Background: an optimization exercise with open tools, aiming at small area, a short achievable clock period and few clock cycles per item. Do not read the settings as production practice. No functional check of the RTL was part of any run shown here. Power figures rest on the tool's default switching activity, not on a simulated workload.

[design.v]
package xcrc_pkg;
    localparam int PAYLOAD_BYTES  = 128;
    localparam int ADDR_BITS      = 21;
    localparam int WORD_ADDR_BITS = ADDR_BITS - 1;
    localparam int WORDS          = PAYLOAD_BYTES / 2;
    localparam int POS_PAYLOAD = 3;
    localparam int POS_LAST    = POS_PAYLOAD + PAYLOAD_BYTES - 1;
    localparam int POS_CRC_HI  = POS_PAYLOAD + PAYLOAD_BYTES;
    localparam int POS_CRC_LO  = POS_CRC_HI + 1;
    localparam logic [7:0]  EOT_BYTE = 8'h04;
    localparam logic [15:0] CRC_POLY = 16'h1021;
    localparam logic [1:0] REPLY_NONE = 2'd0;
    localparam logic [1:0] REPLY_ACK  = 2'd1;
    localparam logic [1:0] REPLY_NAK  = 2'd2;
endpackage
import xcrc_pkg::*;
module xcrc_front (
    input  logic        clk,
    input  logic        rst_n,
    input  logic        cfg_wr_en,
    input  logic [19:0] cfg_word_addr,
    input  logic        push,
    output logic        full,
    input  logic        in_cmd,
    input  logic [7:0]  in_byte,
    output logic        word_en,
    output logic [15:0] word_data,
    output logic        good,
    output logic        reply_push,
    output logic        reply_eot,
    output logic [19:0] frame_addr,
    input  logic        drain_busy,
    input  logic        store_near_full,
    input  logic [1:0]  reply_count
);
    function automatic logic [15:0] crc_byte(input logic [15:0] crc_in,
                                             input logic [7:0]  data);
        logic [15:0] crc;
        crc = crc_in ^ {data, 8'h00};
        for (int b = 0; b < 8; b++) begin
            if (crc[15])
                crc = {crc[14:0], 1'b0} ^ CRC_POLY;
            else
                crc = {crc[14:0], 1'b0};
        end
        crc_byte = crc;
    endfunction
    logic        full_q;
    logic        accept;
    logic        in_v_q;
    logic        in_cmd_q;
    logic [7:0]  in_byte_q;
    logic [19:0] start_q;
    logic [19:0] addr_q;
    logic        active_q, active_n;
    logic [7:0]  pos_q, pos_n;
    logic [15:0] crc_q;
    logic        hi_ok_q;
    logic [7:0]  hold_q;
    logic        data_item;
    logic        at_soh, at_hi, at_lo, in_pay;
    logic        crc_ok;
    logic [1:0]  count_after;
    logic        hz_reply, hz_good, hz_store;
    assign full   = full_q;
    assign accept = push && !full_q;
    always_ff @(posedge clk or negedge rst_n)
    begin
        if (!rst_n)
            in_v_q <= 1'b0;
        else
            in_v_q <= accept;
    end
    always_ff @(posedge clk)
    begin
        in_cmd_q  <= in_cmd;
        in_byte_q <= in_byte;
    end
    always_ff @(posedge clk or negedge rst_n)
    begin
        if (!rst_n)
        begin
            start_q <= '0;
            addr_q  <= '0;
        end
        else
        begin
            if (cfg_wr_en)
                start_q <= cfg_word_addr;
            if (accept && in_cmd)
                addr_q <= start_q;
            else if (good)
                addr_q[19:6] <= addr_q[19:6] + 14'd1;
        end
    end
    assign data_item = in_v_q && !in_cmd_q && active_q;
    assign at_soh    = (pos_q == 8'd0);
    assign at_hi     = (pos_q == 8'(POS_CRC_HI));
    assign at_lo     = (pos_q == 8'(POS_CRC_LO));
    assign in_pay    = (pos_q >= 8'(POS_PAYLOAD)) && (pos_q <= 8'(POS_LAST));
    assign crc_ok    = hi_ok_q && (crc_q[7:0] == in_byte_q);
    assign word_en    = data_item && in_pay && !pos_q[0];
    assign word_data  = {hold_q, in_byte_q};
    assign good       = data_item && at_lo && crc_ok;
    assign reply_eot  = data_item && at_soh && (in_byte_q == EOT_BYTE);
    assign reply_push = reply_eot || (data_item && at_lo && !crc_ok);
    assign frame_addr = addr_q;
    always_comb
    begin
        active_n = active_q;
        pos_n    = pos_q;
        if (in_v_q && in_cmd_q)
        begin
            active_n = 1'b1;
            pos_n    = '0;
        end
        else if (data_item)
        begin
            if (reply_eot)
                active_n = 1'b0;
            pos_n = at_lo ? 8'd0 : pos_q + 8'd1;
        end
    end
    always_ff @(posedge clk or negedge rst_n)
    begin
        if (!rst_n)
            active_q <= 1'b0;
        else
            active_q <= active_n;
    end
    always_ff @(posedge clk)
    begin
        pos_q <= pos_n;
        if (data_item && at_soh)
            crc_q <= '0;
        else if (data_item && in_pay)
            crc_q <= crc_byte(crc_q, in_byte_q);
        if (data_item && at_hi)
            hi_ok_q <= (crc_q[15:8] == in_byte_q);
        if (data_item && in_pay && pos_q[0])
            hold_q <= in_byte_q;
    end
    assign count_after = reply_count + {1'b0, reply_push};
    assign hz_reply    = (count_after == 2'd2) || (count_after == 2'd3) ||
                         ((count_after != 2'd0) && active_n && (pos_n == 8'(POS_CRC_LO)));
    assign hz_good     = active_q && (pos_q >= 8'(POS_LAST)) &&
                         (drain_busy || (reply_count != 2'd0));
    assign hz_store    = active_q && (pos_q >= 8'(POS_PAYLOAD - 1)) &&
                         (pos_q <= 8'(POS_LAST)) && store_near_full;
    always_ff @(posedge clk or negedge rst_n)
    begin
        if (!rst_n)
            full_q <= 1'b0;
        else
            full_q <= hz_reply || hz_good || hz_store;
    end
endmodule
module xcrc_cmd_fifo (
    input  logic       clk,
    input  logic       rst_n,
    input  logic       wr_en,
    input  logic       wr_eot,
    input  logic       rd_en,
    output logic       rd_eot,
    output logic [1:0] count
);
    logic [1:0] count_q;
    logic       slot0_q, slot1_q;
    assign count  = count_q;
    assign rd_eot = slot0_q;
    always_ff @(posedge clk or negedge rst_n)
    begin
        if (!rst_n)
            count_q <= '0;
        else
            count_q <= count_q + {1'b0, wr_en} - {1'b0, rd_en};
    end
    always_ff @(posedge clk)
    begin
        if (rd_en)
        begin
            slot0_q <= (wr_en && (count_q == 2'd1)) ? wr_eot : slot1_q;
            if (wr_en)
                slot1_q <= wr_eot;
        end
        else if (wr_en)
        begin
            if (count_q == 2'd0)
                slot0_q <= wr_eot;
            else
                slot1_q <= wr_eot;
        end
    end
endmodule
import xcrc_pkg::*;
module xcrc_back (
    input  logic        clk,
    input  logic        rst_n,
    input  logic        word_en,
    input  logic [15:0] word_data,
    input  logic        good,
    input  logic [19:0] frame_addr,
    input  logic [1:0]  reply_count,
    input  logic        reply_eot,
    output logic        reply_pop,
    output logic        drain_busy,
    output logic        store_near_full,
    input  logic        pop,
    output logic        empty,
    output logic        res_word_valid,
    output logic [19:0] res_word_address,
    output logic [15:0] res_word_data,
    output logic [1:0]  res_reply,
    output logic        res_transfer_done,
    output logic        res_last
);
    logic [WORDS-1:0][15:0] store_q;
    logic        drain_q;
    logic [5:0]  rd_q;
    logic [5:0]  ptr_q;
    logic [19:0] base_q;
    logic        out_v_q;
    logic        o_wv_q, o_td_q, o_last_q;
    logic [1:0]  o_reply_q;
    logic [19:0] o_addr_q;
    logic [15:0] o_data_q;
    logic        can_load;
    logic        rd;
    logic        last_w;
    logic [15:0] rd_word;
    assign can_load        = !out_v_q || pop;
    assign rd              = can_load && drain_q;
    assign reply_pop       = can_load && !drain_q && (reply_count != 2'd0);
    assign last_w          = (rd_q == 6'd63);
    assign drain_busy      = drain_q;
    assign store_near_full = drain_q && (ptr_q >= 6'd61);
    assign rd_word         = store_q[ptr_q];
    assign empty             = !out_v_q;
    assign res_word_valid    = o_wv_q;
    assign res_word_address  = o_addr_q;
    assign res_word_data     = o_data_q;
    assign res_reply         = o_reply_q;
    assign res_transfer_done = o_td_q;
    assign res_last          = o_last_q;
    always_ff @(posedge clk)
    begin
        if (word_en)
            store_q <= {store_q[WORDS-2:0], word_data};
    end
    always_ff @(posedge clk or negedge rst_n)
    begin
        if (!rst_n)
        begin
            drain_q <= 1'b0;
            out_v_q <= 1'b0;
        end
        else
        begin
            if (good)
                drain_q <= 1'b1;
            else if (rd && last_w)
                drain_q <= 1'b0;
            if (can_load)
                out_v_q <= drain_q || (reply_count != 2'd0);
        end
    end
    always_ff @(posedge clk)
    begin
        if (good)
        begin
            rd_q   <= '0;
            ptr_q  <= 6'd63;
            base_q <= frame_addr;
        end
        else
        begin
            if (rd)
            begin
                rd_q   <= rd_q + 6'd1;
                base_q <= base_q + 20'd1;
            end
            ptr_q <= ptr_q + {5'd0, word_en} - {5'd0, rd};
        end
        if (can_load)
        begin
            o_wv_q    <= drain_q;
            o_addr_q  <= drain_q ? base_q : '0;
            o_data_q  <= drain_q ? rd_word : '0;
            o_reply_q <= drain_q ? (last_w ? REPLY_ACK : REPLY_NONE)
                                 : (reply_eot ? REPLY_ACK : REPLY_NAK);
            o_td_q    <= !drain_q && reply_eot;
            o_last_q  <= !drain_q || last_w;
        end
    end
endmodule
import xcrc_pkg::*;
module xmodem_crc_receiver_page_writer (
    input  logic                                clk,
    input  logic                                rst_n,
    input  logic                                cfg_wr_en,
    input  logic [xcrc_pkg::ADDR_BITS-1:0]      cfg_wr_data,
    input  logic                                push,
    output logic                                full,
    input  logic                                in_cmd,
    input  logic [7:0]                          in_byte,
    input  logic                                pop,
    output logic                                empty,
    output logic                                res_word_valid,
    output logic [xcrc_pkg::WORD_ADDR_BITS-1:0] res_word_address,
    output logic [15:0]                         res_word_data,
    output logic [1:0]                          res_reply,
    output logic                                res_transfer_done,
    output logic                                res_last
);
    logic        word_en;
    logic [15:0] word_data;
    logic        good;
    logic        reply_push;
    logic        reply_eot_in;
    logic [19:0] frame_addr;
    logic        drain_busy;
    logic        store_near_full;
    logic [1:0]  reply_count;
    logic        reply_pop;
    logic        reply_eot_out;
    xcrc_front u_front (
        .clk             (clk),
        .rst_n           (rst_n),
        .cfg_wr_en       (cfg_wr_en),
        .cfg_word_addr   (cfg_wr_data[20:1]),
        .push            (push),
        .full            (full),
        .in_cmd          (in_cmd),
        .in_byte         (in_byte),
        .word_en         (word_en),
        .word_data       (word_data),
        .good            (good),
        .reply_push      (reply_push),
        .reply_eot       (reply_eot_in),
        .frame_addr      (frame_addr),
        .drain_busy      (drain_busy),
        .store_near_full (store_near_full),
        .reply_count     (reply_count)
    );
    xcrc_cmd_fifo u_reply_q (
        .clk    (clk),
        .rst_n  (rst_n),
        .wr_en  (reply_push),
        .wr_eot (reply_eot_in),
        .rd_en  (reply_pop),
        .rd_eot (reply_eot_out),
        .count  (reply_count)
    );
    xcrc_back u_back (
        .clk               (clk),
        .rst_n             (rst_n),
        .word_en           (word_en),
        .word_data         (word_data),
        .good              (good),
        .frame_addr        (frame_addr),
        .reply_count       (reply_count),
        .reply_eot         (reply_eot_out),
        .reply_pop         (reply_pop),
        .drain_busy        (drain_busy),
        .store_near_full   (store_near_full),
        .pop               (pop),
        .empty             (empty),
        .res_word_valid    (res_word_valid),
        .res_word_address  (res_word_address),
        .res_word_data     (res_word_data),
        .res_reply         (res_reply),
        .res_transfer_done (res_transfer_done),
        .res_last          (res_last)
    );
endmodule
[constraint.sdc]
create_clock -name core_clock -period 4.0 [get_ports {clk}]
set_input_delay 0.8000 -clock core_clock [delete_from_list [all_inputs] [get_ports {clk}]]
set_output_delay 0.8000 -clock core_clock [all_outputs]
set_load 0.01 [all_outputs]
[config.mk]
export PLATFORM = sky130hd
export DESIGN_NAME = xmodem_crc_receiver_page_writer
export DESIGN_NICKNAME = xmodem_crc_receiver_page_writer
export VERILOG_FILES = /design/flow/design.v
export SDC_FILE = /design/flow/constraint.sdc
export NUM_CORES = 4
export LEC_CHECK = 0
export CAP_MARGIN = 20
export CORE_MARGIN = 2
export CORE_UTILIZATION = 40
export PLACE_DENSITY = 0.6
export SLEW_MARGIN = 20
[run.sh]
#!/bin/bash
# synth_recipe.tcl (not shown) runs the flow's synth.tcl, then flattens the netlist and writes it again
# the make line also repeats each setting of config.mk as NAME=value (left out here)
make -C /OpenROAD-flow-scripts/flow DESIGN_CONFIG=/design/flow/config.mk WORK_HOME=/design/flow/orfs CLKGATE_MAP_FILE= SYNTH_SCRIPT=/design/flow/synth_recipe.tcl finish
==> results of run 1 <==
==> per-layer routing <==
| layer | vias to the layer above | part of all wire | track usage |
|---|---|---|---|
| li1 | 9610 | - | - |
| met5 | - | 0 | 0 |
| met2 | 587 | 0.47 | 0.2312 |
| met3 | 117 | 0.051 | 0.02619 |
| met1 | 11810 | 0.46 | 0.2152 |
| met4 | 0 | 0.018 | 0.03848 |
==> logic make-up (layout without fill, tap and decap cells) <==
kind of cell / Yosys count / count (layout) / synth area share
DFF: 1188 / 1188 / 0.7582
muxes: 358 / 358 / 0.1492
and+or+nand+nor: 324 / 324 / 0.03365
AOI/OAI and AO/OA: 176 / 176 / 0.02673
buffers and inverters: 139 / 375 / 0.01223
xor gates and xnor gates: 80 / 80 / 0.01518
adders and majority gates: 17 / 17 / 0.004772
==> power by group <==
part           switching, mW  internal, mW
Sequential             0.636          14.2
Combinational           3.74          3.50
Clock                   4.50          6.24
Total                   8.88          23.9
==> Yosys cell counts, types with 17 or more instances <==
library cell and count:
sky130_fd_sc_hd__nand3_1 31, sky130_fd_sc_hd__and2_1 27, sky130_fd_sc_hd__mux4_2 261, sky130_fd_sc_hd__edfxtp_1 1096, sky130_fd_sc_hd__dfxtp_1 45, sky130_fd_sc_hd__buf_2 28
sky130_fd_sc_hd__nand4_1 30, sky130_fd_sc_hd__a21oi_1 29, sky130_fd_sc_hd__clkbuf_1 66, sky130_fd_sc_hd__mux2i_1 68, sky130_fd_sc_hd__o21ai_0 35, sky130_fd_sc_hd__nor2_1 88
sky130_fd_sc_hd__buf_1 18, sky130_fd_sc_hd__nand2_1 107, sky130_fd_sc_hd__xor2_1 30, sky130_fd_sc_hd__a22oi_1 17, sky130_fd_sc_hd__dfrtp_1 47, sky130_fd_sc_hd__xnor2_1 50
sky130_fd_sc_hd__mux2_2 29, sky130_fd_sc_hd__inv_1 24
==> critical path, delay by kind of cell, from the launching register on <==
kind | cells | cell delay (ps)
AO/OA/AOI/OAI | 2 | 840
buffers and inverters | 3 | 820
flip-flops | 1 | 780
multiplexers | 1 | 560
AND/OR/NAND/NOR | 1 | 50
==> path summary, 6_finish.rpt <==
kind / from / end / cells after the start
hold reg to reg: u_front.hold_q[1] / u_back.store_q[9] / 0
max in group asynchronous: rst_n / u_front.addr_q[17] / 1
hold / removal: rst_n / u_front.start_q[6] / 1
setup reg to reg: u_back.ptr_q[0] / u_back.o_data_q[2] / 7
min in group core_clock: u_front.hold_q[1] / u_back.store_q[9] / 0
setup / recovery: u_back.ptr_q[0] / u_back.o_data_q[2] / 7
==> cell type report <==
cell class,instances,share of cell area
flip-flops and latches,1188,0.6632
well taps,1512,0.03584
clock inverters,66,0.01354
inverters,26,0.001944
clock buffers,144,0.05675
repair buffers,139,0.02783
multi-input cells,955,0.2009
==> sequential cells by signal, summed over array words and instances, names as in the netlist, 2 cells and up <==
| name | cells |
|---|---|
| u_front.hold_q | 8 |
| u_front.in_byte_q | 8 |
| u_back.store_q | 1024 |
| u_front.crc_q | 16 |
| u_back.o_reply_q | 2 |
| u_back.base_q | 20 |
| u_back.rd_q | 6 |
| u_front.start_q | 20 |
| u_front.addr_q | 20 |
| u_back.o_addr_q | 20 |
| u_reply_q.count_q | 2 |
| u_front.pos_q | 8 |
| u_back.ptr_q | 6 |
| u_back.o_data_q | 16 |
==> run summary, run 1 <==
Finish
Compared with the post-synthesis result, the final layout area differs by 14.38%. The share of final-layout standard cells stronger than drive strength 1 is 0.2129. At the end of the flow, the number of nets in the layout was 2476. The utilization after layout is 0.4616. After routing the design area is 52780 um^2. In the layout the commonest cells are sky130_fd_sc_hd__edfxtp_1, sky130_fd_sc_hd__mux4_2, sky130_fd_sc_hd__clkbuf_16, sky130_fd_sc_hd__nand2_1, sky130_fd_sc_hd__nor2_1.

Across the whole layout, storage elements account for 35000 um^2. The finished layout holds 4030 standard cells, fillers aside. The most common library cell in the layout ignoring fill and taps is sky130_fd_sc_hd__edfxtp_1. 0 antenna diodes ended up in the layout. Summing all multi-input logic gate instances after layout gives 10600 um^2. The number of fill cells in the layout is 9389.

Power
The overall power of the completed layout is 32.79 mW. The analysis attributes to cell leakage a power of 16.15 nW. The power density over the cells is 621.2 nW/um^2. Across the VDD grid, the largest voltage drop is 447.8 uV.

Synthesis
The largest area contributor in the netlist is sky130_fd_sc_hd__edfxtp_1. The instance count of the mapped netlist is 2282. The share of the Yosys chip area taken by registers is 0.7582.

Counting every net in the synthesized netlist gives 2334. The count of flip-flops with a built-in enable after synthesis is 1096. The proportion of netlist area held by the largest area contributor is 0.7132.

In this run, distinct cell masters in the synthesized netlist total 64. By area the synthesized netlist is led by sky130_fd_sc_hd__edfxtp_1, sky130_fd_sc_hd__mux4_2, sky130_fd_sc_hd__dfrtp_1, sky130_fd_sc_hd__dfxtp_1, sky130_fd_sc_hd__mux2i_1. Of all flip-flops after synthesis, the portion carrying an async set or reset was 0.03956.

The prevailing post-synth register cell is sky130_fd_sc_hd__edfxtp_1. A synthesized cell averages 20.22 um^2. Synthesis inferred 1188 register bits. The post-synthesis instance area is 46150 um^2.

The count of synthesis-stage warnings from yosys is 3.

Routing
The average vias per placed instance is 5.491. In the final routed layout, each cell accounts on average for 21.70 um. The total wire length is 87460 um. After detailed routing, the number of remaining DRC violations is 0.

The count of nets left with antenna violations once routing finished came out at 0. Detailed routing inserted a total of 22130 vias. The number of detailed-routing iterations run before antenna repair is 8. The initial DRC count is 2028.

Place
At the placement stage, the worst setup path has a slack of 501.2 ps. The number of buffers inserted by port buffering is 76. The final weighted congestion of routability-driven global placement is 0.7633.

Summed over all nets, the half-perimeter wirelength after detailed placement is 49620 um. After detailed placement, the design holds a cell count of 3820. Once placement finished, the instance area stood at 49060 um^2.

Timing
The post-layout worst setup margin is 628.5 ps. For the final database, setup skew stands at 33.39 ps. At the pin with the least slew margin, the transition time is 905.3 ps. Setup repair after global routing left no endpoint under its margin. The post-route minimum period is 3371 ps. The setup TNS after final layout is 0 ps.

Setup violations remaining at the end of the flow were counted as 0. Hold is met by 131.9 ps. The hold violation total from the final report is 0. Based on the critical path, the design can be clocked at up to 296.6 MHz. The final number of max-transition violations came to 0. The relative max-transition margin is 0.3965. Dividing the final minimum period by the clock period gives 0.8429.

Global route
The overall global routing resource usage is 0.1478. The initial antenna violation count is 0. The wire length of the first global-routing pass is 137500 um.

The number of global-route vias before repair is 23030. After global routing the overflow that remains totals 0. Entering global routing, the biggest net connects 169 pins.

Hold path
The class of the most critical hold timing path is primary input to asynchronous set/reset pin.

Floorplanning
The die covers 118100 um^2. From bottom edge to top edge, the die measures 343.7 um. After floorplanning, the core was sized to cover 114300 um^2. The count of boundary I/O pins is 78.

The die width is 343.7 um. The initialized floorplan defines 124 standard-cell rows. The starting density of the core is 0.4036.

Clock network
The number of setup buffers added after CTS is 0. For this design, the sink count on the clock tree is 1188. The clock transition time at the flip-flop clock pins of the worst setup and hold paths is 60 ps.

The number of H-tree branching levels is 3. TritonCTS built the clock tree. At the later pin of the worst-skew pair, clock insertion delay measures 670 ps. No sink is reached through more buffers than the 3 on the longest clock path. The quantity of hold-fixing buffers added after cts is 0. In this run, CTS created clock tree buffers numbering 114. The buffer cell driving the clock tree root is sky130_fd_sc_hd__clkbuf_16. After clock tree synthesis, the repair step resized 0 gates.

Critical path
The type of element launching the critical path is a flip-flop. Traced cell by cell, the critical path runs through buf_4, mux4_2, inv_1, o221ai_1, a2111oi_0, buf_4, nor2_1. The endpoint required time on the critical path is 4400 ps.

The internal reg-to-reg setup slack is 630 ps. On the critical path, the stage with the largest delay is an instance of sky130_fd_sc_hd__dfxtp_4. The peak per-stage delay on the critical path is 780 ps. The cell type with the highest occurrence count on the critical path is sky130_fd_sc_hd__buf_4.

The data arrival time of the worst path is 3770 ps. The type of the worst setup path is flip-flop to flip-flop. Of all nets on the critical path, the largest fanout is 32. STA classifies the critical path endpoint as a flip-flop.

Flow run
The number of max-capacitance violations reported is 0.

Status
The run finished with no timing, DRC or antenna violations.
==> run 2: changes to the inputs <==
--- a/design.v
+++ b/design.v
@@ -26,10 +26,10 @@
     output logic        word_en,
     output logic [15:0] word_data,
     output logic        good,
+    output logic        frame_restart,
     output logic        reply_push,
     output logic        reply_eot,
     output logic [19:0] frame_addr,
-    input  logic        drain_busy,
     input  logic        store_near_full,
     input  logic [1:0]  reply_count
 );
@@ -105,6 +105,7 @@
     assign reply_eot  = data_item && at_soh && (in_byte_q == EOT_BYTE);
     assign reply_push = reply_eot || (data_item && at_lo && !crc_ok);
     assign frame_addr = addr_q;
+    assign frame_restart = (in_v_q && in_cmd_q) || (data_item && at_lo);
     always_comb
     begin
         active_n = active_q;
@@ -143,8 +144,7 @@
     assign count_after = reply_count + {1'b0, reply_push};
     assign hz_reply    = (count_after == 2'd2) || (count_after == 2'd3) ||
                          ((count_after != 2'd0) && active_n && (pos_n == 8'(POS_CRC_LO)));
-    assign hz_good     = active_q && (pos_q >= 8'(POS_LAST)) &&
-                         (drain_busy || (reply_count != 2'd0));
+    assign hz_good     = active_q && (pos_q >= 8'(POS_LAST)) && (reply_count != 2'd0);
     assign hz_store    = active_q && (pos_q >= 8'(POS_PAYLOAD - 1)) &&
                          (pos_q <= 8'(POS_LAST)) && store_near_full;
     always_ff @(posedge clk or negedge rst_n)
@@ -199,11 +199,11 @@
     input  logic        word_en,
     input  logic [15:0] word_data,
     input  logic        good,
+    input  logic        frame_restart,
     input  logic [19:0] frame_addr,
     input  logic [1:0]  reply_count,
     input  logic        reply_eot,
     output logic        reply_pop,
-    output logic        drain_busy,
     output logic        store_near_full,
     input  logic        pop,
     output logic        empty,
@@ -215,9 +215,8 @@
     output logic        res_last
 );
     logic [WORDS-1:0][15:0] store_q;
-    logic        drain_q;
-    logic [5:0]  rd_q;
-    logic [5:0]  ptr_q;
+    logic [6:0]  vcnt_q;     
+    logic [6:0]  wcnt_q;     
     logic [19:0] base_q;
     logic        out_v_q;
     logic        o_wv_q, o_td_q, o_last_q;
@@ -225,16 +224,16 @@
     logic [19:0] o_addr_q;
     logic [15:0] o_data_q;
     logic        can_load;
-    logic        rd;
+    logic        draining;
+    logic        top;
     logic        last_w;
-    logic [15:0] rd_word;
+    logic [WORDS-1:0] stage_en;
     assign can_load        = !out_v_q || pop;
-    assign rd              = can_load && drain_q;
-    assign reply_pop       = can_load && !drain_q && (reply_count != 2'd0);
-    assign last_w          = (rd_q == 6'd63);
-    assign drain_busy      = drain_q;
-    assign store_near_full = drain_q && (ptr_q >= 6'd61);
-    assign rd_word         = store_q[ptr_q];
+    assign draining        = (vcnt_q != 7'd0);
+    assign top             = can_load && draining;
+    assign reply_pop       = can_load && !draining && (reply_count != 2'd0);
+    assign last_w          = (vcnt_q == 7'd1);
+    assign store_near_full = draining && ((vcnt_q + wcnt_q) >= 7'd62);
     assign empty             = !out_v_q;
     assign res_word_valid    = o_wv_q;
     assign res_word_address  = o_addr_q;
@@ -242,54 +241,55 @@
     assign res_reply         = o_reply_q;
     assign res_transfer_done = o_td_q;
     assign res_last          = o_last_q;
+    always_comb
+    begin
+        for (int i = 0; i < WORDS; i++)
+            stage_en[i] = (7'(i) <= wcnt_q) ? word_en : top;
+    end
     always_ff @(posedge clk)
     begin
-        if (word_en)
-            store_q <= {store_q[WORDS-2:0], word_data};
+        if (stage_en[0])
+            store_q[0] <= word_data;
+        for (int i = 1; i < WORDS; i++)
+            if (stage_en[i])
+                store_q[i] <= store_q[i-1];
     end
     always_ff @(posedge clk or negedge rst_n)
     begin
         if (!rst_n)
         begin
-            drain_q <= 1'b0;
+            vcnt_q  <= '0;
             out_v_q <= 1'b0;
         end
         else
         begin
             if (good)
-                drain_q <= 1'b1;
-            else if (rd && last_w)
-                drain_q <= 1'b0;
+                vcnt_q <= 7'd64;
+            else if (top)
+                vcnt_q <= vcnt_q - 7'd1;
             if (can_load)
-                out_v_q <= drain_q || (reply_count != 2'd0);
+                out_v_q <= draining || (reply_count != 2'd0);
         end
     end
     always_ff @(posedge clk)
     begin
+        if (frame_restart)
+            wcnt_q <= '0;
+        else if (word_en)
+            wcnt_q <= wcnt_q + 7'd1;
         if (good)
-        begin
-            rd_q   <= '0;
-            ptr_q  <= 6'd63;
             base_q <= frame_addr;
-        end
-        else
-        begin
-            if (rd)
-            begin
-                rd_q   <= rd_q + 6'd1;
-                base_q <= base_q + 20'd1;
-            end
-            ptr_q <= ptr_q + {5'd0, word_en} - {5'd0, rd};
-        end
+        else if (top)
+            base_q <= base_q + 20'd1;
         if (can_load)
         begin
-            o_wv_q    <= drain_q;
-            o_addr_q  <= drain_q ? base_q : '0;
-            o_data_q  <= drain_q ? rd_word : '0;
-            o_reply_q <= drain_q ? (last_w ? REPLY_ACK : REPLY_NONE)
-                                 : (reply_eot ? REPLY_ACK : REPLY_NAK);
-            o_td_q    <= !drain_q && reply_eot;
-            o_last_q  <= !drain_q || last_w;
+            o_wv_q    <= draining;
+            o_addr_q  <= draining ? base_q : '0;
+            o_data_q  <= draining ? store_q[WORDS-1] : '0;
+            o_reply_q <= draining ? (last_w ? REPLY_ACK : REPLY_NONE)
+                                  : (reply_eot ? REPLY_ACK : REPLY_NAK);
+            o_td_q    <= !draining && reply_eot;
+            o_last_q  <= !draining || last_w;
         end
     end
 endmodule
@@ -318,7 +318,7 @@
     logic        reply_push;
     logic        reply_eot_in;
     logic [19:0] frame_addr;
-    logic        drain_busy;
+    logic        frame_restart;
     logic        store_near_full;
     logic [1:0]  reply_count;
     logic        reply_pop;
@@ -335,10 +335,10 @@
         .word_en         (word_en),
         .word_data       (word_data),
         .good            (good),
+        .frame_restart   (frame_restart),
         .reply_push      (reply_push),
         .reply_eot       (reply_eot_in),
         .frame_addr      (frame_addr),
-        .drain_busy      (drain_busy),
         .store_near_full (store_near_full),
         .reply_count     (reply_count)
     );
@@ -357,11 +357,11 @@
         .word_en           (word_en),
         .word_data         (word_data),
         .good              (good),
+        .frame_restart     (frame_restart),
         .frame_addr        (frame_addr),
         .reply_count       (reply_count),
         .reply_eot         (reply_eot_out),
         .reply_pop         (reply_pop),
-        .drain_busy        (drain_busy),
         .store_near_full   (store_near_full),
         .pop               (pop),
         .empty             (empty),
==> run 2 against run 1 <==
Combinational power decreased by 74%. Clock skew about the same. Die area decreased by 14%. Largest cell class unchanged. Routed wire length decreased by 31%. Worst hold slack improved by 130 ps.
==> run summary, run 2 <==
Critical path
The worst setup path is launched from a flip-flop. The most critical setup path has its startpoint at u_front.pos_q[3]. The endpoint type of the worst setup path is a flip-flop.

In this run the critical register-to-register path is launched from u_front.pos_q[3]. The endpoint required time on the critical path is 4300 ps (-100 ps). The data arrival time of the worst path is 3710 ps (-60 ps). By startpoint and endpoint, the worst setup path is classified as flip-flop to flip-flop.

The maximum fanout encountered on the critical timing path is 19 (-41%).

Clock network
The clock buffer count from CTS is 110 (-3.5%). The count of cells resized by post-cts repair is 0 (unchanged). TritonCTS built the clock tree. The number of H-tree branching levels is 3 (unchanged).

The worst-case clock buffer depth is 3 (unchanged). The quantity of hold-fixing buffers added after cts is 0 (unchanged). The root buffer cell chosen for the clock tree is sky130_fd_sc_hd__clkbuf_16.

The clock transition time at the flip-flop clock pins of the worst setup and hold paths came to 60 ps (about the same). The number of setup buffers added after CTS is 0 (unchanged). The number of sinks driven by the clock tree is 1189 (+0.084%). The insertion delay of the later-clocked pin in the worst-skew pair is 680 ps (about the same).

Timing
The setup TNS after final layout is 0 ps (unchanged). The setup skew after layout was 32.93 ps (-0.4557 ps). The final number of max-transition violations came to 0 (unchanged). The relative max-transition margin was 0.3268 (-0.06964). The post-layout worst setup margin is 591.4 ps (-37.14 ps).

The hold violation total from the final report is 0 (unchanged). The maximum clock rate is 293.4 MHz (-1.1%). The post-route minimum period came to 3409 ps (+37.14 ps).

The setup violation total in the final timing report is 0 (unchanged). The transition time of the tightest slew-check pin was 990.2 ps (+84.87 ps). Setup repair after global routing left no endpoint under its margin.

The share of the clock period used by the worst path is 0.8522 (+0.009285).

Floorplanning
The floorplan core area is 98560 um^2 (-14%). The number of rows in the core area is 115 (-7.3%). The starting density of the core is 0.4042 (+0.0006622). The die width was 319.6 um (-7.0%). The die extent in y was 319.6 um (-7.0%). The die area was 102100 um^2 (-14%).

The count of boundary I/O pins was 78 (unchanged).

Place
The worst slack at placement is 491.4 ps (-9.772 ps). The final weighted congestion of routability-driven global placement is 0.8677 (+14%). The number of buffers inserted by port buffering came to 76 (unchanged). The detailed-placement wirelength estimate came to 37820 um (-24%).

Synthesis
The count of flip-flops with a built-in enable after synthesis came to 1096 (unchanged). The compound-gate portion of the synthesized area is 0.02073 (-0.006008). The instance count of the mapped netlist is 1922 (-16%).

The prevailing post-synth register cell is sky130_fd_sc_hd__edfxtp_1. The net count after synthesis was 1978 (-15%). The async set-or-reset flop fraction in the synthesized netlist is 0.04458 (+0.005013). The proportion of netlist area held by the largest area contributor was 0.8261 (+0.1128). The xor/xnor cell area share of the yosys netlist was 0.01737 (+0.002182). The largest area contributor in the netlist is sky130_fd_sc_hd__edfxtp_1. The number of library cell types mapped by synthesis is 63 (-1.6%).

The largest family of logic cells by synthesized area is simple AND/OR/NAND/NOR gates. The mean instance size in the synthesized netlist is 20.73 um^2 (+2.5%). After synthesis, the cell types taking the most area are sky130_fd_sc_hd__edfxtp_1, sky130_fd_sc_hd__dfrtp_1, sky130_fd_sc_hd__dfxtp_1, sky130_fd_sc_hd__mux2i_1, sky130_fd_sc_hd__xnor2_1. The sequential fraction of the synthesis area is 0.8794 (+0.1212). The post-synthesis instance area is 39840 um^2 (-14%). The commonest cells after synthesis are sky130_fd_sc_hd__edfxtp_1, sky130_fd_sc_hd__nor2_1, sky130_fd_sc_hd__a21oi_1. The simple-gate portion of the synthesized area is 0.04202 (+0.008370).

The multiplexer share of the synthesized area is 0.02541 (-0.1238). The cell with the most instances after synthesis is sky130_fd_sc_hd__edfxtp_1. The adder and majority gate portion of the synthesized area is 0.006783 (+0.002011). The count of synthesis-stage warnings from yosys is 3 (unchanged).

The number of flip-flops and latches in the synthesized netlist is 1189 (+0.084%).

Routing
The overall via count from detail_route is 16820 (-24%). The number of detailed-routing iterations run before antenna repair is 5 (-3). The post-detailed-route wirelength per cell is 17.22 um (-21%). The initial DRC count came to 1476 (-27%). The count of nets left with antenna violations after detail routing is 0 (unchanged). The average vias per placed instance is 4.794 (-13%). The total wire length is 60400 um (-31%). The DRC violations left is 0 (unchanged).

Finish
The number of inserted diodes is 0 (unchanged). The utilization after layout is 0.4723 (+0.01075). The most common library cell in the layout ignoring fill and taps is sky130_fd_sc_hd__edfxtp_1. The final net count is 2180 (-12%). The library cells used most frequently in the layout, excluding fill and tap cells, are sky130_fd_sc_hd__edfxtp_1, sky130_fd_sc_hd__clkbuf_16, sky130_fd_sc_hd__nor2_1, sky130_fd_sc_hd__a21oi_1, sky130_fd_sc_hd__clkdlybuf4s50_1. The synthesis-to-layout area growth is 16.85%. The share of final-layout standard cells stronger than drive strength 1 is 0.1441 (-0.06879). The number of flip-flops in the largest register is 1024 (unchanged).

The largest register by flop count is u_back.store_q.

Global route
The wire length of the first global-routing pass is 95160 um (-31%). The total grt overflow is 0 (unchanged). The number of global-route vias before repair is 17170 (-25%). The initial antenna violation count is 1 (+1). The maximum number of pins on one net before global-route repair was 45 (-73%). The overall global routing resource usage is 0.1177 (-0.03014).

Status
The run finished with no timing, DRC or antenna violations.

Power
The static power due to leakage is 15.99 nW (-1.0%). The power density over the cells was 610.2 nW/um^2 (-1.8%). The maximum resistive drop on vdd is 382.5 uV (-15%).

Flow run
The number of max-capacitance violations reported is 0 (unchanged).

Hold path
The class of the most critical hold timing path is primary input to asynchronous set/reset pin.
## run 2: cell types whose count changed after synthesis, sizes merged, moves of 12 or more
cell,previous run,this run
a221oi,14,1
o21ai,35,21
a21oi,29,79
nor4,4,16
clkbuf,66,39
nor2,88,101
mux4,261,0
a22oi,17,1
nand2,107,51
buf,47,14
a221o,14,0
nand4,30,11
## run 2: worst paths after layout
check	to	slack [ps]	cells past startpoint
setup / recovery	u_back.store_q[397]	590	5
hold / removal	u_front.start_q[7]	260	1
setup reg to reg	u_back.store_q[397]	590	5
hold reg to reg	u_back.store_q[340]	390	0
max in group asynchronous	u_front.start_q[14]	3000	2
min in group core_clock	u_back.store_q[340]	390	0
## run 2: layer usage
| metal | part of all wire | vias to the layer above | track usage |
|---|---|---|---|
| met5 | 0 | - | 0 |
| met4 | 0.024 | 0 | 0.04078 |
| met3 | 0.049 | 114 | 0.02299 |
| met2 | 0.47 | 382 | 0.1858 |
| met1 | 0.46 | 8523 | 0.1640 |
| li1 | - | 7797 | - |
## run 2: cell type report
type                       instances  area, um^2
multi-input combinational        652        4722
sequential                      1189       35040
clock buffer                     134        2895
timing repair buffer             143        1275
clock inverter                    75       908.4
inverter                          28       105.1
tap                             1287        1610
fill                            7910       52010
## run 2: worst max-delay path: stages (launching register included)
cell	delay (ps)
sky130_fd_sc_hd__dfxtp_1	360
sky130_fd_sc_hd__or4_4	570
sky130_fd_sc_hd__nand2b_4	180
sky130_fd_sc_hd__a2111o_2	750
sky130_fd_sc_hd__buf_4	340
sky130_fd_sc_hd__mux2i_2	800
## run 2: logic make-up after synthesis
kind of cell | count (synthesis)
muxes | 98
AOI/OAI and AO/OA | 141
buffers and inverters | 81
xor gates and xnor gates | 79
and+or+nand+nor | 313
adders and majority gates | 21
DFF | 1189
## run 2: per-stage QoR
stage,cells,area [um^2],hold slack (ps),power (mW)
after floorplan,1922,39840,400.3,17.10
after global placement,3294,42590,400.2,17.84
after detailed placement,3295,42600,404.5,17.96
after CTS,3504,46400,247.7,28.75
after global routing,3508,46550,312.4,29.58
final,3508,46550,260.1,28.41
## run 2: where the power goes
part	internal (mW)	switching [mW]
clock network	6.35	4.35
registers	15.2	0.621
logic	0.728	1.14
total	22.3	6.11
==> run 3: changes to the inputs <==
--- a/design.v
+++ b/design.v
@@ -31,6 +31,8 @@
     output logic        reply_eot,
     output logic [19:0] frame_addr,
     input  logic        store_near_full,
+    input  logic        show_busy,
+    input  logic        reply_near_store,
     input  logic [1:0]  reply_count
 );
     function automatic logic [15:0] crc_byte(input logic [15:0] crc_in,
@@ -57,6 +59,10 @@
     logic [15:0] crc_q;
     logic        hi_ok_q;
     logic [7:0]  hold_q;
+    logic        eot_q;
+    logic        we_q;
+    logic        lo_ok_q;
+    logic        c_soh_q, c_hi_q, c_lo_q, c_hold_q;
     logic        data_item;
     logic        at_soh, at_hi, at_lo, in_pay;
     logic        crc_ok;
@@ -67,14 +73,23 @@
     always_ff @(posedge clk or negedge rst_n)
     begin
         if (!rst_n)
+        begin
             in_v_q <= 1'b0;
+            we_q   <= 1'b0;
+        end
         else
+        begin
             in_v_q <= accept;
+            we_q   <= accept && !in_cmd && active_n && (pos_n >= 8'(POS_PAYLOAD)) &&
+                      (pos_n <= 8'(POS_LAST)) && !pos_n[0];
+        end
     end
     always_ff @(posedge clk)
     begin
         in_cmd_q  <= in_cmd;
         in_byte_q <= in_byte;
+        eot_q     <= (in_byte == EOT_BYTE);
+        lo_ok_q   <= (in_byte == crc_q[7:0]);
     end
     always_ff @(posedge clk or negedge rst_n)
     begin
@@ -94,15 +109,15 @@
         end
     end
     assign data_item = in_v_q && !in_cmd_q && active_q;
-    assign at_soh    = (pos_q == 8'd0);
-    assign at_hi     = (pos_q == 8'(POS_CRC_HI));
-    assign at_lo     = (pos_q == 8'(POS_CRC_LO));
-    assign in_pay    = (pos_q >= 8'(POS_PAYLOAD)) && (pos_q <= 8'(POS_LAST));
-    assign crc_ok    = hi_ok_q && (crc_q[7:0] == in_byte_q);
-    assign word_en    = data_item && in_pay && !pos_q[0];
+    assign at_soh    = c_soh_q;
+    assign at_hi     = c_hi_q;
+    assign at_lo     = c_lo_q;
+    assign in_pay    = c_hold_q || we_q;
+    assign crc_ok    = hi_ok_q && lo_ok_q;
+    assign word_en    = we_q;
     assign word_data  = {hold_q, in_byte_q};
     assign good       = data_item && at_lo && crc_ok;
-    assign reply_eot  = data_item && at_soh && (in_byte_q == EOT_BYTE);
+    assign reply_eot  = data_item && at_soh && eot_q;
     assign reply_push = reply_eot || (data_item && at_lo && !crc_ok);
     assign frame_addr = addr_q;
     assign frame_restart = (in_v_q && in_cmd_q) || (data_item && at_lo);
@@ -131,22 +146,27 @@
     end
     always_ff @(posedge clk)
     begin
-        pos_q <= pos_n;
+        pos_q    <= pos_n;
+        c_soh_q  <= (pos_n == 8'd0);
+        c_hi_q   <= (pos_n == 8'(POS_CRC_HI));
+        c_lo_q   <= (pos_n == 8'(POS_CRC_LO));
+        c_hold_q <= (pos_n >= 8'(POS_PAYLOAD)) && (pos_n <= 8'(POS_LAST)) && pos_n[0];
         if (data_item && at_soh)
             crc_q <= '0;
         else if (data_item && in_pay)
             crc_q <= crc_byte(crc_q, in_byte_q);
         if (data_item && at_hi)
             hi_ok_q <= (crc_q[15:8] == in_byte_q);
-        if (data_item && in_pay && pos_q[0])
+        if (data_item && c_hold_q)
             hold_q <= in_byte_q;
     end
     assign count_after = reply_count + {1'b0, reply_push};
     assign hz_reply    = (count_after == 2'd2) || (count_after == 2'd3) ||
                          ((count_after != 2'd0) && active_n && (pos_n == 8'(POS_CRC_LO)));
-    assign hz_good     = active_q && (pos_q >= 8'(POS_LAST)) && (reply_count != 2'd0);
+    assign hz_good     = active_q && (pos_q >= 8'(POS_LAST)) &&
+                         ((reply_count != 2'd0) || show_busy);
     assign hz_store    = active_q && (pos_q >= 8'(POS_PAYLOAD - 1)) &&
-                         (pos_q <= 8'(POS_LAST)) && store_near_full;
+                         (pos_q <= 8'(POS_LAST)) && (store_near_full || reply_near_store);
     always_ff @(posedge clk or negedge rst_n)
     begin
         if (!rst_n)
@@ -205,6 +225,8 @@
     input  logic        reply_eot,
     output logic        reply_pop,
     output logic        store_near_full,
+    output logic        show_busy,
+    output logic        reply_near_store,
     input  logic        pop,
     output logic        empty,
     output logic        res_word_valid,
@@ -216,28 +238,34 @@
 );
     logic [WORDS-1:0][15:0] store_q;
     logic [6:0]  vcnt_q;     
+    logic        drain_q;    
+    logic        last_q;     
     logic [6:0]  wcnt_q;     
-    logic [19:0] base_q;
-    logic        out_v_q;
+    logic        empty_q;
+    logic        sw_q;       
     logic        o_wv_q, o_td_q, o_last_q;
     logic [1:0]  o_reply_q;
     logic [19:0] o_addr_q;
-    logic [15:0] o_data_q;
-    logic        can_load;
-    logic        draining;
+    logic        take;
     logic        top;
-    logic        last_w;
+    logic        next_word;
+    logic        free;
+    logic        load_reply;
     logic [WORDS-1:0] stage_en;
-    assign can_load        = !out_v_q || pop;
-    assign draining        = (vcnt_q != 7'd0);
-    assign top             = can_load && draining;
-    assign reply_pop       = can_load && !draining && (reply_count != 2'd0);
-    assign last_w          = (vcnt_q == 7'd1);
-    assign store_near_full = draining && ((vcnt_q + wcnt_q) >= 7'd62);
-    assign empty             = !out_v_q;
+    assign take       = !empty_q && pop;
+    assign top        = sw_q && pop;
+    assign next_word  = top && !last_q;
+    assign free       = empty_q || (take && (!o_wv_q || last_q));
+    assign load_reply = free && (reply_count != 2'd0);
+    assign reply_pop  = load_reply;
+    assign store_near_full  = drain_q && ((vcnt_q + wcnt_q) >= 7'd62);
+    assign show_busy        = drain_q || !empty_q;
+    assign reply_near_store = ((!empty_q && !o_wv_q) || (reply_count != 2'd0)) &&
+                              (wcnt_q >= 7'd61);
+    assign empty             = empty_q;
     assign res_word_valid    = o_wv_q;
     assign res_word_address  = o_addr_q;
-    assign res_word_data     = o_data_q;
+    assign res_word_data     = store_q[WORDS-1];
     assign res_reply         = o_reply_q;
     assign res_transfer_done = o_td_q;
     assign res_last          = o_last_q;
@@ -250,25 +278,34 @@
     begin
         if (stage_en[0])
             store_q[0] <= word_data;
-        for (int i = 1; i < WORDS; i++)
+        for (int i = 1; i < WORDS - 1; i++)
             if (stage_en[i])
                 store_q[i] <= store_q[i-1];
+        if (stage_en[WORDS-1] || load_reply)
+            store_q[WORDS-1] <= load_reply ? 16'd0 : store_q[WORDS-2];
     end
     always_ff @(posedge clk or negedge rst_n)
     begin
         if (!rst_n)
         begin
-            vcnt_q  <= '0;
-            out_v_q <= 1'b0;
+            drain_q <= 1'b0;
+            empty_q <= 1'b1;
+            sw_q    <= 1'b0;
         end
         else
         begin
             if (good)
-                vcnt_q <= 7'd64;
-            else if (top)
-                vcnt_q <= vcnt_q - 7'd1;
-            if (can_load)
-                out_v_q <= draining || (reply_count != 2'd0);
+                drain_q <= 1'b1;
+            else if (top && last_q)
+                drain_q <= 1'b0;
+            if (good || next_word || load_reply)
+                empty_q <= 1'b0;
+            else if (free)
+                empty_q <= 1'b1;
+            if (good || next_word)
+                sw_q <= 1'b1;
+            else if (free)
+                sw_q <= 1'b0;
         end
     end
     always_ff @(posedge clk)
@@ -278,18 +315,38 @@
         else if (word_en)
             wcnt_q <= wcnt_q + 7'd1;
         if (good)
-            base_q <= frame_addr;
+        begin
+            vcnt_q <= 7'd64;
+            last_q <= 1'b0;
+        end
         else if (top)
-            base_q <= base_q + 20'd1;
-        if (can_load)
         begin
-            o_wv_q    <= draining;
-            o_addr_q  <= draining ? base_q : '0;
-            o_data_q  <= draining ? store_q[WORDS-1] : '0;
-            o_reply_q <= draining ? (last_w ? REPLY_ACK : REPLY_NONE)
-                                  : (reply_eot ? REPLY_ACK : REPLY_NAK);
-            o_td_q    <= !draining && reply_eot;
-            o_last_q  <= !draining || last_w;
+            vcnt_q <= vcnt_q - 7'd1;
+            last_q <= (vcnt_q == 7'd2);
+        end
+        if (good)
+        begin
+            o_wv_q    <= 1'b1;
+            o_addr_q  <= frame_addr;
+            o_reply_q <= REPLY_NONE;
+            o_td_q    <= 1'b0;
+            o_last_q  <= 1'b0;
+        end
+        else if (next_word)
+        begin
+            o_wv_q    <= 1'b1;
+            o_addr_q  <= o_addr_q + 20'd1;
+            o_reply_q <= (vcnt_q == 7'd2) ? REPLY_ACK : REPLY_NONE;
+            o_td_q    <= 1'b0;
+            o_last_q  <= (vcnt_q == 7'd2);
+        end
+        else if (load_reply)
+        begin
+            o_wv_q    <= 1'b0;
+            o_addr_q  <= '0;
+            o_reply_q <= reply_eot ? REPLY_ACK : REPLY_NAK;
+            o_td_q    <= reply_eot;
+            o_last_q  <= 1'b1;
         end
     end
 endmodule
@@ -320,6 +377,8 @@
     logic [19:0] frame_addr;
     logic        frame_restart;
     logic        store_near_full;
+    logic        show_busy;
+    logic        reply_near_store;
     logic [1:0]  reply_count;
     logic        reply_pop;
     logic        reply_eot_out;
@@ -340,6 +399,8 @@
         .reply_eot       (reply_eot_in),
         .frame_addr      (frame_addr),
         .store_near_full (store_near_full),
+        .show_busy       (show_busy),
+        .reply_near_store(reply_near_store),
         .reply_count     (reply_count)
     );
     xcrc_cmd_fifo u_reply_q (
@@ -363,6 +424,8 @@
         .reply_eot         (reply_eot_out),
         .reply_pop         (reply_pop),
         .store_near_full   (store_near_full),
+        .show_busy         (show_busy),
+        .reply_near_store  (reply_near_store),
         .pop               (pop),
         .empty             (empty),
         .res_word_valid    (res_word_valid),
==> run 3 against run 2 <==
Cell count shrank 1.7%. Synthesized cell count grew 0.99%. Sequential power shrank 11%. Area after synthesis shrank 2.2%. Still clean on timing, DRC and antenna. Critical endpoint is now u_back.store_q[259]. Final area shrank 3.9%. Largest power group unchanged. Sequential share of layout area grew 0.91 points. Count of clock-buffer cells in the layout shrank 9. Clock power shrank 7%.
==> run summary, run 3 <==
Timing
The maximum clock rate is 354.2 MHz (+21%). The post-route minimum period is 2823 ps (-585.7 ps). The final number of max-transition violations was 0 (unchanged).

The setup violation total in the final timing report is 0 (unchanged). Setup repair after global routing left no endpoint under its margin. The share of the clock period used by the worst path came to 0.7057 (-0.1464). The setup TNS after final layout is 0 ps (unchanged). The post-layout worst setup margin came to 1177 ps (+585.7 ps). The post-route worst hold slack was 159.8 ps (-100.4 ps).

The hold violation total from the final report is 0 (unchanged). The transition time of the tightest slew-check pin is 1013 ps (+22.75 ps). The relative max-transition margin was 0.3238 (-0.003032).

The setup skew after layout is 24.27 ps (-8.656 ps).

Floorplanning
The number of rows in the core area is 114 (-0.87%). The die extent in y is 316.1 um (-1.1%). The floorplan core area is 96570 um^2 (-2.0%).

The count of boundary I/O pins was 78 (unchanged). The die area came to 99940 um^2 (-2.2%). The die width came to 316.1 um (-1.1%).

The starting density of the core is 0.4036 (-0.0006537).

Power
The part of the power in registers is 0.545 (-0.013). The fraction of power consumed by the clock network is 0.386 (+0.009). The total internal power was 20.11 mW (-9.8%). The power density over the cells came to 572.5 nW/um^2 (-6.2%). The static power due to leakage is 15.05 nW (-5.8%). The part of the total power dissipated in combinational logic is 0.069 (+0.003). The maximum resistive drop on vdd is 350.7 uV (-8.3%). The switching part of the total was 0.2150 (about the same).

The net load switching power is 5.509 mW (-9.9%). The overall power of the completed layout is 25.62 mW (-9.8%).

Synthesis
The mean instance size in the synthesized netlist came to 20.08 um^2 (-3.1%). The sequential fraction of the synthesis area is 0.8747 (-0.004717). The number of flip-flops and latches in the synthesized netlist came to 1163 (-2.2%). The largest area contributor in the netlist is sky130_fd_sc_hd__edfxtp_1. In the synthesized netlist, the cells that appear most often are sky130_fd_sc_hd__edfxtp_1, sky130_fd_sc_hd__nand2_1, sky130_fd_sc_hd__nor2_1. The async set-or-reset flop fraction in the synthesized netlist is 0.04213 (-0.002443). The number of library cell types mapped by synthesis was 65 (+3.2%). The cell with the most instances after synthesis is sky130_fd_sc_hd__edfxtp_1. The net count after synthesis came to 1995 (+0.86%).

In the post-synthesis netlist, the biggest area contributors are sky130_fd_sc_hd__edfxtp_1, sky130_fd_sc_hd__dfrtp_1, sky130_fd_sc_hd__dfxtp_1, sky130_fd_sc_hd__mux2_2, sky130_fd_sc_hd__xnor2_1. The count of flip-flops with a built-in enable after synthesis is 1055 (-3.7%). For this run, the leading register cell type out of synthesis is sky130_fd_sc_hd__edfxtp_1. The post-synthesis instance area came to 38970 um^2 (-2.2%). The proportion of netlist area held by the largest area contributor is 0.8129 (-0.01313).

The instance count of the mapped netlist is 1941 (+0.99%). The count of synthesis-stage warnings from yosys is 3 (unchanged).

Critical path
The start point of the critical path is u_back.wcnt_q[2]. The cell count of the worst reg-to-reg path is 5 (unchanged). The internal reg-to-reg setup slack came to 1180 ps (+590 ps). The cell at the slowest stage of the critical path is sky130_fd_sc_hd__nor3_1. The peak per-stage delay on the critical path is 590 ps (-210 ps). The worst reg2reg path startpoint is u_back.wcnt_q[2]. The total stage count of the critical path is 5 (unchanged). The endpoint required time on the critical path is 4360 ps (+60 ps). STA classifies the critical path endpoint as a flip-flop.

The critical path goes through nor3_1, nand2b_1, a21o_1, a21oi_1, mux2_2. The reg-to-reg critical path endpoint is u_back.store_q[259]. The type of element launching the critical path is a flip-flop. The critical path ends at u_back.store_q[259]. The cell family contributing the most delay on the critical path is simple AND/OR/NAND/NOR gates. The data arrival time of the worst path was 3180 ps (-530 ps). The maximum fanout encountered on the critical timing path is 23 (+4). The count of buffering cells on the critical path with inverters included is 0 (-1).

The critical path in this run is classified as flip-flop to flip-flop.

Clock network
The worst-case clock buffer depth was 3 (unchanged). The count of cells resized by post-cts repair is 0 (unchanged). The number of H-tree branching levels is 3 (unchanged). The insertion delay of the later-clocked pin in the worst-skew pair came to 670 ps (about the same). The number of setup buffers added after CTS is 0 (unchanged). The quantity of hold-fixing buffers added after cts is 0 (unchanged). TritonCTS built the clock tree. The tree is rooted in a sky130_fd_sc_hd__clkbuf_16. The number of sinks driven by the clock tree was 1163 (-2.2%).

The clock transition time at the flip-flop clock pins of the worst setup and hold paths is 60 ps (about the same). The clock buffer count from CTS came to 103 (-6.4%).

Place
The worst slack at placement is 1059 ps (+567.3 ps). The number of cells in the design after placement was 3258 (-1.1%). The total placed instance area is 41300 um^2 (-3.1%). The final weighted congestion of routability-driven global placement is 0.8365 (-3.6%). The number of buffers inserted by port buffering is 76 (unchanged). The detailed-placement wirelength estimate is 36810 um (-2.7%).

Routing
The total wire length was 59470 um (-1.5%). The initial DRC count is 1422 (-3.7%). The number of detailed-routing iterations run before antenna repair is 5 (unchanged). The average vias per placed instance is 4.782 (-0.25%).

The count of nets left with antenna violations after detail routing came to 0 (unchanged). The post-detailed-route wirelength per cell is 17.25 um (+0.18%). The overall via count from detail_route is 16490 (-2.0%). The DRC violations left is 0 (unchanged).

Finish
The library cell used most frequently in the layout, excluding fill and tap cells, is sky130_fd_sc_hd__edfxtp_1. u_back.store_q holds more flip-flops than any other register. The final net count is 2141 (-1.8%). The number of flip-flops in the largest register is 1024 (unchanged). The final standard cell area without fillers came to 44750 um^2 (-3.9%).

The number of inserted diodes is 0 (unchanged). The number of standard cells in the layout, taps in and fillers out is 3448 (-1.7%). From synthesis to final layout, the design area changed by 14.83%. The utilization after layout is 0.4634 (-0.008898).

The share of final-layout standard cells stronger than drive strength 1 is 0.1257 (-0.01839). The library cells used most frequently in the layout, excluding fill and tap cells, are sky130_fd_sc_hd__edfxtp_1, sky130_fd_sc_hd__clkbuf_16, sky130_fd_sc_hd__nand2_1, sky130_fd_sc_hd__nor2_1, sky130_fd_sc_hd__clkdlybuf4s50_1.

Global route
The total grt overflow is 0 (unchanged). The initial antenna violation count is 0 (-1). The maximum number of pins on one net before global-route repair is 57 (+27%). The number of global-route vias before repair was 16560 (-3.6%). The wire length of the first global-routing pass was 92130 um (-3.2%).

The overall global routing resource usage came to 0.1184 (+0.0007242).

Status
The flow ran to the end and the layout has no timing, DRC or antenna violations.

Hold path
The min-delay analysis places its worst path in the category primary input to asynchronous set/reset pin.

Flow run
The number of max-capacitance violations reported is 0 (unchanged).
-- run 3: cell types whose count changed in the layout (fill, tap and decap cells not counted), moves of 21 or more --
cell / previous run / this run
sky130_fd_sc_hd__nand2_1: 49 / 101
sky130_fd_sc_hd__edfxtp_1: 1096 / 1055
sky130_fd_sc_hd__mux2_2: 25 / 61
sky130_fd_sc_hd__mux2i_1: 39 / 4
sky130_fd_sc_hd__buf_4: 65 / 40
sky130_fd_sc_hd__nor2_1: 101 / 77
sky130_fd_sc_hd__o21ai_1: 1 / 25
sky130_fd_sc_hd__mux2i_2: 21 / 0
-- run 3: worst register-to-register path, cell delays in order, from the launching register on --
cell	delay, ps
sky130_fd_sc_hd__dfxtp_1	560
sky130_fd_sc_hd__nor3_1	590
sky130_fd_sc_hd__nand2b_1	260
sky130_fd_sc_hd__a21o_1	260
sky130_fd_sc_hd__a21oi_1	270
sky130_fd_sc_hd__mux2_2	550
-- run 3: cells by family (layout without fill, tap and decap cells) --
group           Yosys count  after routing  synth area share
xor+xnor                 85             85           0.01910
simple gates            324            324           0.04110
flops                  1163           1163            0.8747
fa+ha+maj                19             19          0.006293
buf+inv                  94            325           0.01120
compound gates          191            191           0.02893
mux                      65             65           0.01865
-- run 3: worst min-delay path by stage --
stage / start / to / cells after the start / slack [ps]
after floorplan: u_back.store_q[984] / u_back.store_q[1000] / 0 / 400
after global placement: u_back.store_q[974] / u_back.store_q[990] / 0 / 400
after detailed placement: u_back.store_q[985] / u_back.store_q[1001] / 0 / 400
after CTS: rst_n / u_front.addr_q[4] / 1 / 350
after global routing: rst_n / u_front.addr_q[4] / 1 / 160
final: rst_n / u_front.addr_q[4] / 1 / 160
-- run 3: layout make-up --
cell class / instances / area (um^2)
sequential: 1163 / 34090
fill: 7908 / 51810
clock buffer: 125 / 2681
multi-input combinational: 684 / 4483
timing repair buffer: 116 / 1062
clock inverter: 65 / 767.0
tap: 1276 / 1597
inverter: 19 / 71.32
-- run 3: metal layers --
| layer | GRT usage | part of all wire | wire length [um] | up-vias |
|---|---|---|---|---|
| li1 | - | - | - | 7684 |
| met1 | 0.1684 | 0.46 | 27560 | 8316 |
| met2 | 0.1818 | 0.46 | 27220 | 376 |
| met3 | 0.02668 | 0.055 | 3275 | 111 |
| met4 | 0.03888 | 0.024 | 1419 | 0 |
| met5 | 0 | 0 | 0 | - |
-- run 3: power by group through the flow --
stage	sequential, mW	clock [mW]	combinational, mW
2_1_floorplan	14.1	0	1.19
3_3_place_gp	14.2	0	1.74
3_5_place_dp	14.2	0	1.77
4_1_cts	13.9	10.2	1.79
5_1_grt	14.0	10.7	1.94
6_report	14.0	9.90	1.77
==> run 4: changes to the inputs <==
--- a/config.mk
+++ b/config.mk
@@ -9,4 +9,6 @@
 export CORE_MARGIN = 2
 export CORE_UTILIZATION = 40
 export PLACE_DENSITY = 0.6
+export SETUP_SLACK_MARGIN = 1.7
 export SLEW_MARGIN = 20
+export TNS_END_PERCENT = 5
==> run 4 against run 3 <==
Fmax is 14% higher. Clock power hardly changed. Non-clock buffer count is 8 higher. Global-route usage is 0.12 points higher. Routed wire length is 0.68% higher. Clock skew is 2.9 ps higher. Critical path type is now flip-flop to output pin.
==> run summary, run 4 <==
Global route
The number of global-route vias before repair is 16770 (+1.3%). The total grt overflow came to 0 (unchanged). The maximum number of pins on one net before global-route repair came to 50 (-12%). The wire length of the first global-routing pass is 93380 um (+1.4%). The overall global routing resource usage came to 0.1196 (+0.001228). The initial antenna violation count was 0 (unchanged).

Synthesis
The xor/xnor cell area share of the yosys netlist is 0.01910 (unchanged). The proportion of netlist area held by the largest area contributor came to 0.8129 (unchanged). The instance count of the mapped netlist is 1941 (unchanged). The post-synthesis instance area is 38970 um^2 (unchanged). The adder and majority gate portion of the synthesized area was 0.006293 (unchanged). The sequential fraction of the synthesis area is 0.8747 (unchanged). The largest area contributor in the netlist is sky130_fd_sc_hd__edfxtp_1. The net count after synthesis is 1995 (unchanged). The multiplexer share of the synthesized area came to 0.01865 (unchanged). The compound-gate portion of the synthesized area came to 0.02893 (unchanged). In the synthesized netlist, the cells that appear most often are sky130_fd_sc_hd__edfxtp_1, sky130_fd_sc_hd__nand2_1, sky130_fd_sc_hd__nor2_1.

The prevailing post-synth register cell is sky130_fd_sc_hd__edfxtp_1. Ranked by total cell area, the synthesized netlist is headed by sky130_fd_sc_hd__edfxtp_1, sky130_fd_sc_hd__dfrtp_1, sky130_fd_sc_hd__dfxtp_1, sky130_fd_sc_hd__mux2_2, sky130_fd_sc_hd__xnor2_1. The cell with the most instances after synthesis is sky130_fd_sc_hd__edfxtp_1.

The count of flip-flops with a built-in enable after synthesis came to 1055 (unchanged). The number of flip-flops and latches in the synthesized netlist is 1163 (unchanged). The mean instance size in the synthesized netlist is 20.08 um^2 (unchanged). The simple-gate portion of the synthesized area is 0.04110 (unchanged). The count of synthesis-stage warnings from yosys came to 3 (unchanged). The async set-or-reset flop fraction in the synthesized netlist is 0.04213 (unchanged). The number of library cell types mapped by synthesis is 65 (unchanged). After synthesis, the largest family of logic cells by area is simple AND/OR/NAND/NOR gates.

Floorplanning
The floorplan core area is 96570 um^2 (unchanged). The die area was 99940 um^2 (unchanged). The count of boundary I/O pins came to 78 (unchanged). The die extent in y is 316.1 um (unchanged). The die width came to 316.1 um (unchanged). The starting density of the core is 0.4036 (unchanged). The number of rows in the core area is 114 (unchanged).

Timing
The transition time of the tightest slew-check pin was 946.2 ps (-66.74 ps). The relative max-transition margin came to 0.3672 (+0.04344). Setup repair after global routing could not meet its margin everywhere. The setup skew after layout came to 27.17 ps (+2.895 ps). The setup violation total in the final timing report was 0 (unchanged). The share of the clock period used by the worst path was 0.6205 (-0.08527).

The final number of max-transition violations is 0 (unchanged). The setup TNS after final layout is 0 ps (unchanged). The maximum clock rate is 402.9 MHz (+14%). The post-route minimum period is 2482 ps (-341.1 ps). The hold violation total from the final report is 0 (unchanged).

Clock network
The quantity of hold-fixing buffers added after cts is 0 (unchanged). The insertion delay of the later-clocked pin in the worst-skew pair was 680 ps (about the same). The tree is rooted in a sky130_fd_sc_hd__clkbuf_16.

The clock transition time at the flip-flop clock pins of the worst setup and hold paths came to 70 ps (about the same). The clock buffer count from CTS came to 103 (unchanged). The number of sinks driven by the clock tree was 1163 (unchanged). The number of H-tree branching levels is 3 (unchanged).

The worst-case clock buffer depth was 3 (unchanged). The TritonCTS clock tree is built.

Routing
The number of detailed-routing iterations run before antenna repair is 5 (unchanged). The count of nets left with antenna violations after detail routing is 0 (unchanged). The overall via count from detail_route is 16600 (+0.71%). The initial DRC count came to 1416 (-0.42%). The total wire length is 59880 um (+0.68%). The DRC violations left is 0 (unchanged). The average vias per placed instance came to 4.803 (+0.45%).

The post-detailed-route wirelength per cell is 17.32 um (+0.41%).

Finish
The number of inserted diodes is 0 (unchanged). Relative to the synthesized area, the layout overhead comes to 15.50%. The share of final-layout standard cells stronger than drive strength 1 came to 0.1412 (+0.01553). The most common library cell in the layout ignoring fill and taps is sky130_fd_sc_hd__edfxtp_1. The largest register by flop count is u_back.store_q. The final net count is 2150 (+0.42%). The number of flip-flops in the largest register is 1024 (unchanged). The number of standard cells in the layout, taps in and fillers out came to 3457 (+0.26%).

The top cell types in the final layout, fill and taps aside, are sky130_fd_sc_hd__edfxtp_1, sky130_fd_sc_hd__clkbuf_16, sky130_fd_sc_hd__nand2_1, sky130_fd_sc_hd__nor2_1, sky130_fd_sc_hd__clkdlybuf4s50_1.

Power
The power density over the cells was 573.6 nW/um^2 (+0.20%). The maximum resistive drop on vdd is 379.9 uV (+8.3%). The static power due to leakage is 15.17 nW (+0.81%).

Flow run
The number of max-capacitance violations reported is 0 (unchanged).

Place
The detailed-placement wirelength estimate is 36870 um (+0.17%). The final weighted congestion of routability-driven global placement was 0.8339 (-0.31%). The number of buffers inserted by port buffering is 76 (unchanged). The number of cells in the design after placement is 3255 (-0.092%).

Status
The flow ran to the end and the layout has no timing, DRC or antenna violations.

Critical path
The signal on the critical path passes through clkdlybuf4s50_1. The endpoint type of the worst setup path is an output pin. The peak per-stage delay on the critical path came to 570 ps (-20 ps). The kind of cell adding the most delay to the critical path is buffers and inverters. The endpoint required time on the critical path is 3200 ps (-1160 ps). The type of element launching the critical path is a flip-flop. The data arrival time of the worst path is 1680 ps (-1500 ps). The count of buffering cells on the critical path with inverters included is 1 (+1). The maximum fanout encountered on the critical timing path came to 5 (-78%). The type of the worst setup path is flip-flop to output pin.

The cell count of the worst reg-to-reg path is 5 (unchanged). The total stage count of the critical path is 1 (-4). The cell at the slowest stage of the critical path is sky130_fd_sc_hd__clkdlybuf4s50_1.

Hold path
The min-delay analysis places its worst path in the category primary input to asynchronous set/reset pin.
run 4: changes by cell type in the layout (fill, tap and decap cells not counted), moves of 3 or more:
| cell | before | now |
|---|---|---|
| sky130_fd_sc_hd__buf_4 | 40 | 47 |
| sky130_fd_sc_hd__clkinv_2 | 16 | 19 |
| sky130_fd_sc_hd__clkinv_1 | 23 | 27 |
| sky130_fd_sc_hd__dfxtp_2 | 0 | 4 |
| sky130_fd_sc_hd__dfxtp_1 | 59 | 53 |
| sky130_fd_sc_hd__clkinvlp_4 | 1 | 8 |
| sky130_fd_sc_hd__clkbuf_1 | 21 | 7 |
| sky130_fd_sc_hd__mux2_4 | 0 | 8 |
| sky130_fd_sc_hd__mux2_2 | 61 | 54 |
run 4: metrics by stage:
| stage | total power [mW] | util | setup WS, ps | area, um^2 | hold slack (ps) |
|---|---|---|---|---|---|
| 6_report | 25.82 | 0.4661 | 1518 | 45010 | 150.0 |
| 5_1_grt | 26.88 | 0.4661 | 1448 | 45010 | 164.6 |
| 4_1_cts | 26.14 | 0.4656 | 1471 | 44960 | 333.4 |
| 3_5_place_dp | 15.96 | 0.4276 | 802.2 | 41290 | 404.5 |
| 3_3_place_gp | 15.92 | 0.4276 | 899.7 | 41290 | 400.8 |
| 2_1_floorplan | 15.28 | - | 1267 | 39020 | 400.3 |
run 4: report_power, final:
| part | internal, mW | total (mW) | switching, mW |
|---|---|---|---|
| clock | 5.79 | 10.0 | 4.25 |
| combinational | 0.897 | 1.84 | 0.945 |
| sequential | 13.6 | 13.9 | 0.391 |
run 4: layout make-up:
type | count | area (um^2)
multi-input combinational | 685 | 4583
clock buffer | 110 | 2604
timing repair buffer | 124 | 1141
fill | 7838 | 51550
inverter | 19 | 71.32
tap | 1276 | 1597
clock inverter | 80 | 914.6
sequential | 1163 | 34100
run 4: what timing repair did:
action / in CTS / in global routing
resized for setup: 23 / 6
hold endpoints to repair: 0 / 0
cloned: 1 / 0
buffers inserted: 9 / 2
pin swaps: 1 / 1
setup endpoints to repair: 936 / 922
run 4: logic make-up after synthesis:
kind of cell,Yosys count
fa+ha+maj,19
xor+xnor,85
flops,1163
buf+inv,94
compound gates,191
mux,65
simple gates,324
run 4: worst reg2reg max path: stages, from the launching register on:
cell	delay [ps]
sky130_fd_sc_hd__dfxtp_2	460
sky130_fd_sc_hd__inv_1	180
sky130_fd_sc_hd__o21ai_1	230
sky130_fd_sc_hd__or3_1	420
sky130_fd_sc_hd__a21oi_1	370
sky130_fd_sc_hd__mux2_4	460
run 4: final timing paths:
check	from	endpoint	slack, ps
max	u_back.o_addr_q[3]	res_word_address[3]	1520
min	rst_n	u_front.addr_q[18]	150
max reg2reg	u_back.wcnt_q[2]	u_back.store_q[292]	1590
min reg2reg	u_back.store_q[187]	u_back.store_q[203]	410
max in group asynchronous	rst_n	u_front.we_q	3380
min in group core_clock	u_back.store_q[187]	u_back.store_q[203]	410
run 4: metal layers:
metal / up-vias / track usage / share of wire
li1: 7707 / - / -
met4: 0 / 0.03684 / 0.023
met5: - / 0 / 0
met2: 375 / 0.1834 / 0.45
met3: 94 / 0.02825 / 0.058
met1: 8428 / 0.1706 / 0.47

==> static timing again, ports no longer ideal <==
No port has a modelled driver above. Below, the same layouts with a new extraction and two added sets of constraints.
Step 1: set_driving_cell puts a clkbuf_16 on clk and a buf_2 on each other input, an assumption about the parent block.
Step 2 also shifts input and output timing later by t, the mid clock arrival at the registers, as if the neighbouring blocks saw the same clock.
a / b / c = ideal / step 1 / step 2; a / b = the first two.
| run | t, ns | slack for setup (ns) | hold slack, ns | slew at the worst register clock pin (ns) | worst data-port slew with drivers (ns) |
|---|---|---|---|---|---|
| run 1 | 0.720 | 0.629 / 0.629 / 0.513 | 0.132 / 0.094 / 0.423 | 0.07 / 0.07 | 0.03 |
| run 2 | 0.729 | 0.591 / 0.591 / 0.591 | 0.260 / 0.220 / 0.394 | 0.07 / 0.07 | 0.04 |
| run 3 | 0.726 | 1.177 / 1.177 / 1.015 | 0.160 / 0.118 / 0.403 | 0.07 / 0.07 | 0.07 |
| run 4 | 0.726 | 1.518 / 1.455 / 1.067 | 0.150 / 0.116 / 0.407 | 0.07 / 0.07 | 0.06 |
After both steps every run listed still meets setup and hold. The setup slack of run 4, which loses most, moves by -0.063 ns with the drivers and by -0.451 ns with both steps.
